Context: an optimization exercise on an open-source flow, tuned for small area, a short achievable clock period and few clock cycles per item. The choices shown serve that exercise and are no tape-out recipe. Only simulation tests tie the RTL to the original design; equivalence was not proved. The flow treats the clock pin as an ideal source, which a real chip does not have. Power figures rest on the tool's default switching activity, not on a simulated workload.

## build 70
==> flow/design.v (excerpt) <==
module per_key_chatter_filter_top (
  input  logic                clk,
  input  logic                rst,
  input  logic                cfg_wr_en,
  input  logic [CFG_W-1:0]    cfg_wr_data,
  input  logic                in_valid,
  output logic                in_ready,
  input  logic [CMD_W-1:0]    command,
  input  logic [IDX_IN_W-1:0] entry_index,
  input  logic [KEY_W-1:0]    key_code,
  input  logic [HOLD_W-1:0]   hold_off_ms,
  input  logic [TIME_W-1:0]   time_us,
  output logic                out_valid,
  input  logic                out_ready,
  output logic                pass_event,
  output logic                key_matched
);
==> flow/config.mk <==
export PLATFORM = sky130hd
export DESIGN_NAME = per_key_chatter_filter_top
export DESIGN_NICKNAME = per_key_chatter_filter_top
export VERILOG_FILES = /design/flow/design.v
export SDC_FILE = /design/flow/constraint.sdc
export NUM_CORES = 4
export LEC_CHECK = 0
export CAP_MARGIN = 20
export CORE_MARGIN = 2
export CORE_UTILIZATION = 60
export CTS_CLUSTER_DIAMETER = 90
export CTS_CLUSTER_SIZE = 27
export SETUP_SLACK_MARGIN = 2.3
export SLEW_MARGIN = 20
==> flow/constraint.sdc <==
create_clock -name core_clock -period 5.0 [get_ports {clk}]
set_input_delay 1.0000 -clock core_clock [delete_from_list [all_inputs] [get_ports {clk}]]
set_output_delay 1.0000 -clock core_clock [all_outputs]
set_load 0.01 [all_outputs]
standard.sh (not shown) runs the stock make flow with config.mk's settings and CLKGATE_MAP_FILE= SYNTH_SCRIPT=/design/flow/synth_recipe.tcl, a recipe that flattens the netlist after the stock synthesis.
==> flow/flow/run.sh <==
#!/bin/bash
# The standard layout (the standard.sh, standard synthesis unchanged), with extra
# setup-timing repair passes after clock tree synthesis (flow/post_cts.tcl, run through
# ORFS's POST_CTS_TCL hook). The full output goes to standard.log in the work folder;
# ORFS keeps each step's own log under orfs/logs/.
set -euo pipefail
here="$(pwd)"
export POST_CTS_TCL="$here/flow/post_cts.tcl"
bash standard.sh > "$here/standard.log" 2>&1
==> flow/flow/post_cts.tcl <==
# Extra setup repair after CTS: the single repair_timing call that cts.tcl makes stops
# early, and further calls keep improving the worst slack. Placement is legalized again
# afterwards, as cts.tcl does after its own repair.
puts "post-CTS: extra setup repair"
estimate_parasitics -placement
report_worst_slack -max
for {set i 0} {$i < 6} {incr i} {
  repair_timing -setup -setup_margin 2.7 -repair_tns 100
  report_worst_slack -max
}
detailed_placement
check_placement -verbose
estimate_parasitics -placement
report_worst_slack -max
Build 70 ran to completion and came out clean on the timing, DRC and antenna checks.
Testbench counts of build 70, summed over its fixed seeds: cycles 16,048, items 16,000.
Edits applied to the flow inputs when going from build 70 to build 12:
==> flow/flow/run.sh <==
#!/bin/bash
# The standard layout (the standard.sh, standard synthesis unchanged), with extra
# setup-timing repair passes after clock tree synthesis (flow/post_cts.tcl, run through
# ORFS's POST_CTS_TCL hook), and buf_2 as the port buffer cell. The full output goes to standard.log in the work folder;
# ORFS keeps each step's own log under orfs/logs/.
set -euo pipefail
here="$(pwd)"
export POST_CTS_TCL="$here/flow/post_cts.tcl"
export BUFFER_PORTS_ARGS="-buffer_cell sky130_fd_sc_hd__buf_2"
bash standard.sh > "$here/standard.log" 2>&1
--- a/flow/flow/post_cts.tcl
+++ b/flow/flow/post_cts.tcl
@@ -7,3 +7,3 @@
 for {set i 0} {$i < 6} {incr i} {
-  repair_timing -setup -setup_margin 2.7 -repair_tns 100
+  repair_timing -setup -setup_margin 2.6 -repair_tns 100
   report_worst_slack -max
## What came out
Timing, DRC, antenna: 0 failures across build 12 and build 70. Synthesized netlist cell count: build 70 vs build 12 identical. Going from build 70 to build 12, critical path's largest stage delay shows an increase of 0.45 ns, initial antenna violation count lower, cell area now sits lower, worst-case vdd ir drop rose about 6%, internal cell power dropped about 0.9%.
Edits applied to the flow inputs when going from build 12 to build 53:
Settings: CORE_UTILIZATION changed from 60 to 65.
==> flow/flow/run.sh <==
#!/bin/bash
# The standard layout (the standard.sh, standard synthesis unchanged), with extra
# setup-timing repair passes after clock tree synthesis (flow/post_cts.tcl, run through
# ORFS's POST_CTS_TCL hook). The full output goes to standard.log in the work folder;
# ORFS keeps each step's own log under orfs/logs/.
set -euo pipefail
here="$(pwd)"
export POST_CTS_TCL="$here/flow/post_cts.tcl"
bash standard.sh > "$here/standard.log" 2>&1
--- a/flow/flow/post_cts.tcl
+++ b/flow/flow/post_cts.tcl
@@ -7,3 +7,3 @@
 for {set i 0} {$i < 6} {incr i} {
-  repair_timing -setup -setup_margin 2.6 -repair_tns 100
+  repair_timing -setup -setup_margin 2.8 -repair_tns 100
   report_worst_slack -max
--- outcome ---
Routed wire length ended up about 10% higher on build 53 than on build 12.
Sort build 12 and build 53 by part of the total power dissipated in combinational logic desc -> top: build 53
Build 53 reports its top routing layer in use as met5 while build 12 reports met4.
Compared with build 12, in build 53 global-route met1 utilization increased by 7.4 points relative to the old numbers, final instance count without filler cells decreased by 49 relative to the old numbers.
Relative to build 53, the following input files were edited for build 38:
Settings: swapping 65 for 60 in CORE_UTILIZATION.
==> run summary <==
- [build 38 vs build 53] standard cell core area: higher in build 38
- Build 38 vs build 53 — pin count of the biggest net entering global routing climbed by more than 10%
- Via count of the first global-routing pass: build 38 vs build 53, no meaningful difference
- Where via count is concerned, build 53 is outperformed by build 38.
- Comparing build 53 and build 38, global-route usage is lower on build 38.
- Looking at build 53 and build 38, the routed wire length is a wash.
- Looking at build 53 and build 38, the number of register bits inferred by synthesis is a wash.
- Diff build 38..build 53 | leakage component of the power | negligible
- Cmp build 53 and build 38 / slew at the pin closest to its max-slew limit / higher: build 38
Here is what was changed in the inputs of build 80 compared with build 38.
Settings: CTS_CLUSTER_SIZE: 27 -> 30; CTS_CLUSTER_DIAMETER: 90 -> 100.
Notes after the runs:
Looking at data required time at the worst endpoint, build 80 sits 1.47 ns higher than build 38 does.
Sort build 80 and build 38 by data arrival time of the worst path asc -> top: build 38
Area of the die came out exactly the same in build 80 and build 38.
Changes observed in build 80 relative to build 38: largest driver fanout on the critical path climbed 12; maximum ir drop on the vdd rail moved down.
Post-route worst setup slack (build 80 over build 38): decrease, 0.0064 ns
The critical path depth number comes out higher for build 80 vs build 38.

what the ideal ports hide:
The flow's constraints put no driver on any port. The routed layouts listed below were extracted and timed again, unchanged, in two steps.
Step 1: set_driving_cell puts a clkbuf_16 on clk and a buf_2 on each other input, an assumption about the parent block.
Step 2 moves the port delays by t, midway between the first and last clock arrival at a register: inputs arrive t later, outputs are due t later. That takes back most of the time a late clock gives input paths.
Slacks: ideal / step 1 / step 2; pairs: ideal / step 1.
| run | shift t [ns] | setup WS [ns] | cell pins on the clock port's net |
|---|---|---|---|
| build 70 | 0.844 | 2.652 / 2.609 / 1.862 | 1 |
| build 12 | 0.863 | 2.574 / 2.573 / 1.883 | 1 |
| build 53 | 0.857 | 2.719 / 2.636 / 1.976 | 1 |
| build 38 | 0.861 | 2.685 / 2.591 / 2.006 | 1 |
| build 80 | 0.847 | 2.679 / 2.613 / 2.034 | 1 |
After both steps every run listed still meets setup and hold. For build 70, which loses most, drivers alone change the setup slack by -0.043 ns; drivers and shift together by -0.790 ns.
